Source: an optimization exercise on an open RTL-to-GDS flow (aim: small area, a short achievable clock period and few clock cycles per item). Production flows keep margins and buffers that such runs may drop.
Only simulation tests tie the RTL to the original design; equivalence was not proved.
Power and IR drop assume default switching activity.

== lane 1 ==
// cache_bank
module cache_bank (
    input  logic                      clk,
    input  logic                      rst_n,
    input  logic                      core_req_valid,
    output logic                      core_req_ready,
    input  logic                      core_req_op,
    input  logic [LINE_ADDR_BITS-1:0] core_req_line_addr,
    input  logic [WSEL_BITS-1:0]      core_req_wsel,
    input  logic [WORD_BYTES-1:0]     core_req_byteen,
    input  logic [WORD_BITS-1:0]      core_req_data,
    input  logic [REQ_TAG_BITS-1:0]   core_req_tag,
    output logic                      core_rsp_valid,
    input  logic                      core_rsp_ready,
    output logic [WORD_BITS-1:0]      core_rsp_data,
    output logic [REQ_TAG_BITS-1:0]   core_rsp_tag,
    output logic                      mem_req_valid,
    input  logic                      mem_req_ready,
    output logic                      mem_req_op,
    output logic [LINE_ADDR_BITS-1:0] mem_req_line_addr,
    output logic [LINE_BYTES-1:0]     mem_req_byteen,
    output logic [LINE_BITS-1:0]      mem_req_data,
    input  logic                      mem_rsp_valid,
    output logic                      mem_rsp_ready,
    input  logic [LINE_BITS-1:0]      mem_rsp_data
);
For scale: roughly 6000 cells after synthesis, about 2600 flip-flops, about 390 I/O pins.
clock: 6.0 ns
lec_check: 0
cap_margin: 20
cell_pad_in_sites_detail_placement: 1
cell_pad_in_sites_global_placement: 1
core_margin: 5
core_utilization: 40
cts_cluster_diameter: 80
cts_cluster_size: 20
place_density: 0.6
setup_slack_margin: 3.3
slew_margin: 20
tns_end_percent: 10
run.sh (not shown) runs the stock make flow with config.mk's settings and CLKGATE_MAP_FILE= SYNTH_SCRIPT=/design/flow/synth_recipe.tcl, a recipe that flattens the netlist after the stock synthesis.
Testbench counts of lane 1, summed over its fixed seeds: cycles 24,098, requests 24,000.
Here is what was changed in the inputs of lane 2 compared with lane 1.
# lane 1
export LEC_CHECK = 0
export CAP_MARGIN = 20
export CELL_PAD_IN_SITES_DETAIL_PLACEMENT = 1
export CELL_PAD_IN_SITES_GLOBAL_PLACEMENT = 1
export CORE_MARGIN = 5
export CORE_UTILIZATION = 40
export CTS_CLUSTER_DIAMETER = 80
export CTS_CLUSTER_SIZE = 20
export PLACE_DENSITY = 0.6
export SETUP_SLACK_MARGIN = 3.3
export SLEW_MARGIN = 20
export TNS_END_PERCENT = 10
create_clock -name core_clock -period 6.0 [get_ports {clk}]
# lane 2
export LEC_CHECK = 0
export CAP_MARGIN = 20
export CELL_PAD_IN_SITES_DETAIL_PLACEMENT = 1
export CELL_PAD_IN_SITES_GLOBAL_PLACEMENT = 1
export CORE_MARGIN = 5
export CORE_UTILIZATION = 40
export CTS_CLUSTER_DIAMETER = 80
export CTS_CLUSTER_SIZE = 20
export PLACE_DENSITY = 0.6
export SETUP_SLACK_MARGIN = 3.3
export SLEW_MARGIN = 20
export TNS_END_PERCENT = 100
create_clock -name core_clock -period 6.0 [get_ports {clk}]
--- outcome ---
Lane 2 did not stop at any stage, and its layout met the timing, DRC and antenna checks.
The higher power dissipated by switching net loads came out of lane 2.
In terms of count of pins on the block boundary, lane 2 and lane 1 differ only marginally.
Cell area after layout sits higher in lane 2 than in lane 1.
There was hardly any difference in die footprint between lane 1 and lane 2.
Sort lane 2 and lane 1 by total power desc -> top: lane 2
Clock period minus final worst setup slack for lane 2: 0.13 ns down relative to lane 1
Cell count: lane 2 vs lane 1 up 2.2%
Lane 2 has number of inserted diodes below what lane 1 had.
Compared with lane 1, lane 2 shows a higher number of cells on the critical path.
Summary of lane 2 over lane 1: share of the final layout cell area in multi-input gates increased by 0.94 points relative to the old numbers; wire length reported by the detailed router increased 22000 um.

========
cache_bank again, from the RTL that the note above started with.
clock: 6.0 ns
lec_check: 0
cap_margin: 10
cell_pad_in_sites_detail_placement: 1
cell_pad_in_sites_global_placement: 1
core_margin: 5
core_utilization: 40
cts_cluster_diameter: 80
cts_cluster_size: 20
place_density: 0.6
setup_slack_margin: 3.3
slew_margin: 10
tns_end_percent: 0
Testbench counts at the start, summed over its fixed seeds: cycles 24,098, requests 24,000.
Change:
--- a/flow/config.mk
+++ b/flow/config.mk
@@ -7,3 +7,3 @@
 export LEC_CHECK = 0
-export CAP_MARGIN = 10
+export CAP_MARGIN = 20
 export CELL_PAD_IN_SITES_DETAIL_PLACEMENT = 1
@@ -16,3 +16,3 @@
 export SETUP_SLACK_MARGIN = 3.3
-export SLEW_MARGIN = 10
-export TNS_END_PERCENT = 0
+export SLEW_MARGIN = 20
+export TNS_END_PERCENT = 40
After rerunning: The new run produced a clean layout. Worst setup slack gains 350 ps. Clock skew rises by 13 ps. Utilization rises by 1.7 points. Sequential share of layout area falls by 2.4 points.

-- port drivers added, routing unchanged --
Ports are ideal in the flow. The routed layouts listed here were re-timed in OpenROAD. Step 1, drivers: a clkbuf_16 drives clk and a buf_2 each remaining input, both assumed. Step 2 moves the port delays by t, midway between the first and last clock arrival at a register: inputs arrive t later, outputs are due t later. That takes back most of the time a late clock gives input paths. Three values: no drivers, after step 1, after step 2; two values: the first two.
run | t (ns) | setup WS [ns] | hold slack, ns | worst register clock-pin slew, ns | worst slew at a driven data input, ns
lane 1 | 0.978 | 2.899 / 2.858 / 1.958 | 0.399 / 0.335 / 0.462 | 0.09 / 0.09 | 0.16
lane 2 | 0.975 | 3.028 / 2.956 / 1.980 | 0.379 / 0.324 / 0.469 | 0.09 / 0.09 | 0.19
the first run of note 2 | 0.961 | 2.598 / 2.598 / 1.843 | 0.404 / 0.321 / 0.466 | 0.09 / 0.09 | 0.18
the second run of note 2 | 0.939 | 2.951 / 2.890 / 1.951 | 0.419 / 0.361 / 0.458 | 0.10 / 0.10 | 0.16
After both steps every run listed still meets setup and hold. For lane 2, which loses most, drivers alone change the setup slack by -0.072 ns; drivers and shift together by -1.048 ns.
